Background: an optimization exercise with open tools, aiming at small area. Do not read the settings as production practice. Where RTL was checked, it was by simulation tests only, not by an equivalence proof against the original. No activity file was given, so power comes from the tool's default toggle rates.

## 05-24
## sound_top
module sound_top (
	input  wire        clock,
	input  wire        reset,
	input  wire        ready,        
	input  wire [3:0]  game_state,
	input  wire        flash_busy,
	input  wire [7:0]  flash_data,
	output wire [22:0] flash_addr,
	output wire        flash_read,
	output logic       loaded,
	output logic [7:0] to_ac97_data
);
For scale: ~980 cells after synthesis, about 420 flip-flops, about 49 I/O pins.
Settings: LEC_CHECK=0, CAP_MARGIN=20, CORE_MARGIN=2, CORE_UTILIZATION=60, CTS_CLUSTER_DIAMETER=120, CTS_CLUSTER_SIZE=30, PLACE_DENSITY=0.75, SLEW_MARGIN=20, SYNTH_HIERARCHICAL=1; clock period 10.0 ns.
standard.sh (not shown) runs the stock make flow with config.mk's settings and CLKGATE_MAP_FILE= SYNTH_SCRIPT=/design/flow/synth_recipe.tcl, a recipe that flattens the netlist after the stock synthesis.
==> flow/flow/run.sh <==
#!/bin/bash
# Own flow: the standard layout (standard.sh, unchanged synthesis) with
# - the port buffers made from the smallest buffer cell (buf_1),
# - clock tree synthesis with fixed sink clusters, no dummy balancing loads
#   and clkbuf_8 for the root and inner tree buffers,
# - one tie cell for all the constant outputs (no per-load tie repair).
# make's output goes to flow_make.log; ORFS keeps each step's log under orfs/logs.
set -euo pipefail
bash standard.sh \
	BUFFER_PORTS_ARGS="-buffer_cell sky130_fd_sc_hd__buf_1" \
	CTS_ARGS="-sink_clustering_enable -repair_clock_nets -sink_clustering_size 30 -sink_clustering_max_diameter 120 -dont_use_dummy_load -root_buf sky130_fd_sc_hd__clkbuf_8 -tree_buf sky130_fd_sc_hd__clkbuf_8" \
	SKIP_REPAIR_TIE_FANOUT=1 \
	finish > flow_make.log 2>&1
Input-level comparison between 04-04 and 05-24:
diff --git a/flow/design.v b/flow/design.v
--- a/flow/design.v
+++ b/flow/design.v
@@ -304,25 +304,23 @@
 		case (rsel)
 			2'd1:    clip_byte = first_pop;
 			2'd2:    clip_byte = first_missed;
 			2'd3:    clip_byte = first_whacked;
 			default: clip_byte = cring[8];
 		endcase
 		if (!playing)
 			clip_byte = 8'd0;
 	end
 	assign mix_c[0] = cpend;
-	for (genvar b = 0; b < 7; b++) begin : g_mix
+	for (genvar b = 0; b < 8; b++) begin : g_mix
 		fa u_fa (.a(sum[10+b]), .b(clip_byte[b]), .c(mix_c[b]), .s(mix[b]), .co(mix_c[b+1]));
 	end
-	assign mix[7] = sum[17] ^ clip_byte[7] ^ mix_c[7];    
-	assign mix_c[8] = 1'b0;
 endmodule
 module sample_sel (
 	input  wire [7:0] head,
 	input  wire [7:0] xb,
 	input  wire       newest,
 	input  wire       clear,
 	input  wire       n,
 	output wire [7:0] val,
 	output wire [7:0] vxn
 );
==> comparison <==
- Result for 04-04 and 05-24: all clean
- Compared to 05-24, the routing of 04-04 uses less wire.
- Vias per cell, 04-04 and 05-24: larger value in 05-24
- In 04-04, the total via count in the routed design came out about 3% below the value in 05-24.
- Non-clock buffer contribution to total cell area essentially unchanged between 05-24 and 04-04.
- Re slew at the pin closest to its max-slew limit: 04-04 and 05-24 aren't equal, and the higher value belongs to 05-24.
- Measured against each other, 04-04 and 05-24 differ in slack of the critical path, the lower figure coming from 05-24.
- On effective utilization at floorplan, the lower figure sits with 04-04, not 05-24.
- Between 04-04 and 05-24, the difference in total power of the final layout is negligible.
- Sort 04-04 and 05-24 by global-route usage asc -> top: 04-04
- Share of the yosys chip area belonging to registers: lower on 05-24
Only the layout flow was run in 05-24; the RTL was not checked for function there.

Another version of the RTL of sound_top (not shown whole).
Size: ~1000 cells after synthesis, ~420 flip-flops, roughly 0.014 mm2 of cells after synthesis.
Design sound_top, start of the top module:
module sound_top (
	input  wire        clock,
	input  wire        reset,
	input  wire        ready,        
	input  wire [3:0]  game_state,
	input  wire        flash_busy,
	input  wire [7:0]  flash_data,
	output wire [22:0] flash_addr,
	output wire        flash_read,
	output logic       loaded,
	output logic [7:0] to_ac97_data
);
	localparam logic [3:0] GS_IDLE = 4'd0, GS_POP = 4'd4, GS_MISSED = 4'd9, GS_WHACKED = 4'd10;
	logic [3:0] k;         
	logic [1:0] ctgt;      
	logic       rd;        
	logic       waiting;   
	logic [7:0] first_pop, first_missed, first_whacked;
	logic [7:0] cring [0:8];
	logic [1:0] cpos_c;     
	logic [1:0] cpos_o;     
	logic       cpos_end;   
	logic       cshift;     
	logic       cseek;      
	logic       at_start;   
	logic       ld_last;    
	logic       arrive;     
	assign ld_last = (ctgt == 2'd0) ? (k == 4'd3) : (ctgt == 2'd2) ? (k == 4'd4) : (k == 4'd2);
	assign arrive  = !loaded && waiting && !flash_busy;
	assign flash_read = rd;
	assign flash_addr = {12'd0, !loaded && ctgt == 2'd3, !loaded && !ctgt[0], loaded || ctgt == 2'd2, 4'd0, k};
	logic [1:0] prev_eff;      
	logic       prev_idle;     
	logic       cfirst;        
	logic [1:0] rsel;          
	logic       clip_done;
	logic [7:0] fir_x;
	logic [1:0] eff;
	logic       is_effect, entering, leaving_idle, stall, idle, advance, playing;
	logic [7:0] clip_byte;     
	logic [7:0] mix;           
	logic [8:0] mix_c;
	always_comb begin
		case (game_state)
			GS_POP:     eff = 2'd1;
			GS_MISSED:  eff = 2'd2;
			GS_WHACKED: eff = 2'd3;
			default:    eff = 2'd0;
		endcase
		at_start = (cpos_c == ctgt) && (cpos_o == 2'd0);
		case (cpos_c)
  ...
==> flow/config.mk <==
export PLATFORM = sky130hd
export DESIGN_NAME = sound_top
export DESIGN_NICKNAME = sound_top
export VERILOG_FILES = /design/flow/design.v
export SDC_FILE = /design/flow/constraint.sdc
export NUM_CORES = 4
export LEC_CHECK = 0
export CAP_MARGIN = 20
export CORE_MARGIN = 2
export CORE_UTILIZATION = 60
export CTS_CLUSTER_DIAMETER = 120
export CTS_CLUSTER_SIZE = 30
export PLACE_DENSITY = 0.75
export SLEW_MARGIN = 20
export SYNTH_HIERARCHICAL = 1
==> flow/constraint.sdc <==
create_clock -name core_clock -period 10.0 [get_ports {clock}]
set_input_delay 2.0000 -clock core_clock [delete_from_list [all_inputs] [get_ports {clock}]]
set_output_delay 2.0000 -clock core_clock [all_outputs]
set_load 0.01 [all_outputs]
==> flow/flow/run.sh <==
#!/bin/bash
# Own flow: the standard layout (standard.sh, unchanged synthesis) with the
# port buffers made from the smallest buffer cell, and clock tree synthesis
# without dummy balancing loads.
set -euo pipefail
bash standard.sh \
	BUFFER_PORTS_ARGS="-buffer_cell sky130_fd_sc_hd__buf_1" \
	CTS_ARGS="-sink_clustering_enable -repair_clock_nets -sink_clustering_size 30 -sink_clustering_max_diameter 120 -dont_use_dummy_load" \
	finish > flow_make.log 2>&1
Edit:
--- a/flow/design.v
+++ b/flow/design.v
@@ -10,34 +10,35 @@
 	output wire [22:0] flash_addr,
 	output wire        flash_read,
 	output logic       loaded,
 	output logic [7:0] to_ac97_data
 );
 	localparam logic [3:0] GS_IDLE = 4'd0, GS_POP = 4'd4, GS_MISSED = 4'd9, GS_WHACKED = 4'd10;
 	logic [3:0] k;         
-	logic [1:0] ctgt;      
+	logic [1:0] region;    
 	logic       rd;        
 	logic       waiting;   
 	logic [7:0] first_pop, first_missed, first_whacked;
 	logic [7:0] cring [0:8];
 	logic [1:0] cpos_c;     
 	logic [1:0] cpos_o;     
 	logic       cpos_end;   
 	logic       cshift;     
 	logic       cseek;      
 	logic       at_start;   
 	logic       ld_last;    
 	logic       arrive;     
-	assign ld_last = (ctgt == 2'd0) ? (k == 4'd3) : (ctgt == 2'd2) ? (k == 4'd4) : (k == 4'd2);
+	assign ld_last = (region == 2'd0) ? (k == 4'd3) : (region == 2'd1) ? (k == 4'd4) : (k == 4'd2);
 	assign arrive  = !loaded && waiting && !flash_busy;
 	assign flash_read = rd;
-	assign flash_addr = {12'd0, !loaded && ctgt == 2'd3, !loaded && !ctgt[0], loaded || ctgt == 2'd2, 4'd0, k};
+	assign flash_addr = {12'd0, region == 2'd2, !region[1], region[0], 4'd0, k};
 	logic [1:0] prev_eff;      
 	logic       prev_idle;     
 	logic       cfirst;        
+	logic [1:0] ctgt;          
 	logic [1:0] rsel;          
 	logic       clip_done;
 	logic [7:0] fir_x;
 	logic [1:0] eff;
 	logic       is_effect, entering, leaving_idle, stall, idle, advance, playing;
 	logic [7:0] clip_byte;     
 	logic [7:0] mix;           
@@ -69,56 +70,57 @@
 		rsel <= cfirst ? ctgt : 2'd0;
 		if (cshift) begin
 			cring[0] <= loaded ? cring[8] : flash_data;
 			for (int i = 1; i < 9; i++)
 				cring[i] <= cring[i-1];
 		end
 		if (!reset && arrive) begin
-			if (k == 4'd0 && ctgt == 2'd0) first_pop     <= flash_data;
-			if (k == 4'd0 && ctgt == 2'd2) first_missed  <= flash_data;
-			if (k == 4'd0 && ctgt == 2'd3) first_whacked <= flash_data;
+			if (k == 4'd0 && region == 2'd0) first_pop     <= flash_data;
+			if (k == 4'd0 && region == 2'd1) first_missed  <= flash_data;
+			if (k == 4'd0 && region == 2'd2) first_whacked <= flash_data;
 		end
 		if (reset)
 		begin
 			cpos_c <= 2'd1;
 			cpos_o <= 2'd0;
 		end
 		else if (loaded && cshift)
 		begin
 			cpos_o <= cpos_end ? 2'd0 : cpos_o + 2'd1;
 			if (cpos_end)
 				cpos_c <= (cpos_c == 2'd3) ? 2'd1 : cpos_c + 2'd1;
 		end
 		if (reset) begin
 			k            <= 4'd0;
+			region       <= 2'd0;
 			rd           <= 1'b0;
 			waiting      <= 1'b0;
 			loaded       <= 1'b0;
 			prev_eff     <= 2'd0;
 			prev_idle    <= 1'b1;
 			cfirst       <= 1'b1;
-			ctgt         <= 2'd0;
+			ctgt         <= 2'd1;
 			cseek        <= 1'b0;
 			clip_done    <= 1'b1;
 			fir_x        <= 8'd0;
 			to_ac97_data <= 8'd0;
 		end else if (!loaded) begin
 			if (!rd && !waiting) begin
-				if (ctgt == 2'd1)
+				if (region == 2'd3)
 					loaded <= 1'b1;      
 				else
 					rd <= 1'b1;          
 			end else if (rd && !flash_busy) begin
 				rd      <= 1'b0;
 				waiting <= 1'b1;
 			end else if (waiting && !flash_busy) begin
 				waiting <= 1'b0;
 				if (ld_last) begin
 					k      <= 4'd0;
-					ctgt   <= (ctgt == 2'd0) ? 2'd2 : (ctgt == 2'd2) ? 2'd3 : 2'd1;
+					region <= region + 2'd1;
 				end else begin
 					k  <= k + 4'd1;
 					rd <= 1'b1;
 				end
 			end
 		end else begin
 			prev_eff  <= eff;
@@ -276,15 +278,15 @@
 		for (int i = 1; i < 31; i++)
 			ring[i] <= ring[i-1];
 		if (!ready)
 			r_age <= (r_age == 5'd0) ? 5'd30 : r_age - 5'd1;
 		if (reset) begin
 			win   <= 5'd0;
 			clear <= 1'b1;
-			sum   <= 18'd0;
+			sum   <= 18'd56;      
 			cpend <= 1'b0;
 		end else begin
 			if (ready)
 				win <= 5'd1;
 			else if (act)
 				win <= win + 5'd1;     
 			if (win == 5'd31)
After rerunning: Global-route usage shrinks by 1.2 points. Fmax barely changes. Sequential cell count went up by 2. Power came out higher slightly. Area after synthesis came out lower slightly. Setup slack is worse by 0.021 ns. Design area decreases slightly. Hold slack is about the same. Core utilization stays flat. Die area fell slightly. Combinational power increases slightly. Via count went down by a few percent. Wire length came out lower by a few percent.
No functional check of the RTL was part of the first run of this note.

sound_top, a different RTL version from the one above (not shown whole).
For scale: ~420 flip-flops, roughly 49 I/O pins, roughly 14000 sq um of cells after synthesis.
==> flow/config.mk <==
export PLATFORM = sky130hd
export DESIGN_NAME = sound_top
export DESIGN_NICKNAME = sound_top
export VERILOG_FILES = /design/flow/design.v
export SDC_FILE = /design/flow/constraint.sdc
export NUM_CORES = 4
export LEC_CHECK = 0
export CAP_MARGIN = 20
export CORE_MARGIN = 2
export CORE_UTILIZATION = 60
export CTS_CLUSTER_DIAMETER = 120
export CTS_CLUSTER_SIZE = 30
export PLACE_DENSITY = 0.75
export SLEW_MARGIN = 20
export SYNTH_HIERARCHICAL = 1
==> flow/constraint.sdc <==
create_clock -name core_clock -period 10.0 [get_ports {clock}]
set_input_delay 2.0000 -clock core_clock [delete_from_list [all_inputs] [get_ports {clock}]]
set_output_delay 2.0000 -clock core_clock [all_outputs]
set_load 0.01 [all_outputs]
Scripts as last shown in full above: flow/flow/run.sh
==> next run, changes <==
--- a/flow/design.v
+++ b/flow/design.v
@@ -7,47 +7,35 @@
 	input  wire [3:0]  game_state,
 	input  wire        flash_busy,
 	input  wire [7:0]  flash_data,
 	output wire [22:0] flash_addr,
 	output wire        flash_read,
 	output logic       loaded,
 	output logic [7:0] to_ac97_data
 );
 	localparam logic [3:0] GS_IDLE = 4'd0, GS_POP = 4'd4, GS_MISSED = 4'd9, GS_WHACKED = 4'd10;
 	logic [3:0] k;         
+	logic [1:0] region;    
 	logic       rd;        
 	logic       waiting;   
 	logic [7:0] first_pop, first_missed, first_whacked;
 	logic [7:0] cring [0:8];
 	logic [3:0] cpos;       
 	logic       cshift;     
 	logic       cseek;      
 	logic       at_start;   
 	logic       ld_last;    
-	logic       ld_done;    
 	logic       arrive;     
-	logic [2:0] ld_region;
-	logic [3:0] ld_low;
-	assign ld_last = (k == 4'd3) || (k == 4'd8) || (k == 4'd11);
-	assign ld_done = (k == 4'd12);
+	assign ld_last = (region == 2'd0) ? (k == 4'd3) : (region == 2'd1) ? (k == 4'd4) : (k == 4'd2);
 	assign arrive  = !loaded && waiting && !flash_busy;
-	always_comb begin
-		if (k < 4'd4) begin
-			ld_region = 3'd2; ld_low = k;
-		end else if (k < 4'd9) begin
-			ld_region = 3'd3; ld_low = k - 4'd4;
-		end else begin
-			ld_region = 3'd4; ld_low = k - 4'd9;
-		end
-	end
 	assign flash_read = rd;
-	assign flash_addr = {12'd0, loaded ? 3'd1 : ld_region, 4'd0, loaded ? k : ld_low};
+	assign flash_addr = {12'd0, region == 2'd2, !region[1], region[0], 4'd0, k};
 	logic [1:0] prev_eff;      
 	logic       prev_idle;     
 	logic       cfirst;        
 	logic [1:0] ctgt;          
 	logic [1:0] rsel;          
 	logic       clip_done;
 	logic [7:0] fir_x;
 	logic [1:0] eff;
 	logic [3:0] clip_last;
 	logic       is_effect, entering, leaving_idle, stall, idle, advance, playing;
@@ -70,65 +58,69 @@
 		endcase
 	end
 	assign is_effect    = (eff != 2'd0);
 	assign idle         = (game_state == GS_IDLE);
 	assign entering     = is_effect && (eff != prev_eff);
 	assign leaving_idle = !idle && prev_idle;
 	assign stall        = flash_busy || rd || leaving_idle;
 	assign advance      = ready && !stall;
 	assign playing      = is_effect && !clip_done && !entering;
 	assign cshift       = loaded ? ((cseek && !at_start) || (advance && playing && !cfirst && cpos != clip_last))
-	                             : (arrive && k != 4'd0 && k != 4'd4 && k != 4'd9);
+	                             : (arrive && k != 4'd0);
 	always_ff @(posedge clock) begin
 		rsel <= cfirst ? ctgt : 2'd0;
 		if (cshift) begin
 			cring[0] <= loaded ? cring[8] : flash_data;
 			for (int i = 1; i < 9; i++)
 				cring[i] <= cring[i-1];
 		end
 		if (!reset && arrive) begin
-			if (k == 4'd0) first_pop     <= flash_data;
-			if (k == 4'd4) first_missed  <= flash_data;
-			if (k == 4'd9) first_whacked <= flash_data;
+			if (k == 4'd0 && region == 2'd0) first_pop     <= flash_data;
+			if (k == 4'd0 && region == 2'd1) first_missed  <= flash_data;
+			if (k == 4'd0 && region == 2'd2) first_whacked <= flash_data;
 		end
 		if (reset)
 			cpos <= 4'd0;
 		else if (loaded && cshift)
 			cpos <= (cpos == 4'd8) ? 4'd0 : cpos + 4'd1;
 		if (reset) begin
 			k            <= 4'd0;
+			region       <= 2'd0;
 			rd           <= 1'b0;
 			waiting      <= 1'b0;
 			loaded       <= 1'b0;
 			prev_eff     <= 2'd0;
 			prev_idle    <= 1'b1;
 			cfirst       <= 1'b1;
 			ctgt         <= 2'd1;
 			cseek        <= 1'b0;
 			clip_done    <= 1'b1;
 			fir_x        <= 8'd0;
 			to_ac97_data <= 8'd0;
 		end else if (!loaded) begin
 			if (!rd && !waiting) begin
-				if (ld_done) begin
-					loaded <= 1'b1;
-					k      <= 4'd0;      
-				end else
+				if (region == 2'd3)
+					loaded <= 1'b1;      
+				else
 					rd <= 1'b1;          
 			end else if (rd && !flash_busy) begin
 				rd      <= 1'b0;
 				waiting <= 1'b1;
 			end else if (waiting && !flash_busy) begin
 				waiting <= 1'b0;
-				k       <= k + 4'd1;
-				if (!ld_last)
+				if (ld_last) begin
+					k      <= 4'd0;
+					region <= region + 2'd1;
+				end else begin
+					k  <= k + 4'd1;
 					rd <= 1'b1;
+				end
 			end
 		end else begin
 			prev_eff  <= eff;
 			prev_idle <= idle;
 			if (at_start)
 				cseek <= 1'b0;
 			if (rd && !flash_busy)
 				rd <= 1'b0;
 			if (idle) begin
 				k     <= 4'd0;
After rerunning:
- The new run completed without violations
- sequential cell count rose by 2
- area after synthesis hardly moves
- design area hardly moves
- via count hardly moves
- sequential share of layout area rises by 0.31 points
- cell count shrinks slightly
- critical path depth does not change
- global-route usage goes up by 0.11 points
- clock-buffer cell count increases by 1
- wire length is higher slightly
- setup slack loses 0.0074 ns
- die area hardly moves
- synthesized cell count is lower slightly
- hold slack improved by 0.0085 ns
For the second run of this note, only the layout was checked, not whether the RTL still works.

-- afterwards: timing with drivers on the ports --
The flow's constraints put no driver on any port. The routed layouts listed below were extracted and timed again, unchanged, in two steps.
Step 1 assumes that a clkbuf_16 drives the clock port and a buf_2 every other input.
Step 2 moves the port delays by t, midway between the first and last clock arrival at a register: inputs arrive t later, outputs are due t later. That takes back most of the time a late clock gives input paths.
a / b / c = no drivers / after step 1 / after step 2; a / b = the first two.
| run | t, ns | slack for setup (ns) | hold WS [ns] | latest minus earliest clock arrival (ns) | cell pins on the clock port's net |
|---|---|---|---|---|---|
| 05-24 | 0.588 | 2.082 / 2.082 / 2.082 | 0.323 / 0.323 / 0.323 | 0.086 / 0.086 | 1 |
| 04-04 | 0.597 | 2.215 / 2.215 / 2.215 | 0.319 / 0.319 / 0.319 | 0.072 / 0.071 | 1 |
| the first run of note 2 | 0.554 | 2.059 / 2.059 / 2.059 | 0.317 / 0.317 / 0.317 | 0.040 / 0.040 | 1 |
| the second run of note 2 | 0.525 | 2.038 / 2.038 / 2.038 | 0.319 / 0.319 / 0.319 | 0.086 / 0.086 | 1 |
| the first run of note 3 | 0.548 | 1.970 / 1.970 / 1.970 | 0.322 / 0.322 / 0.322 | 0.020 / 0.020 | 1 |
| the second run of note 3 | 0.527 | 1.963 / 1.963 / 1.963 | 0.330 / 0.330 / 0.330 | 0.076 / 0.076 | 1 |
After both steps setup and hold are still met in every run listed.
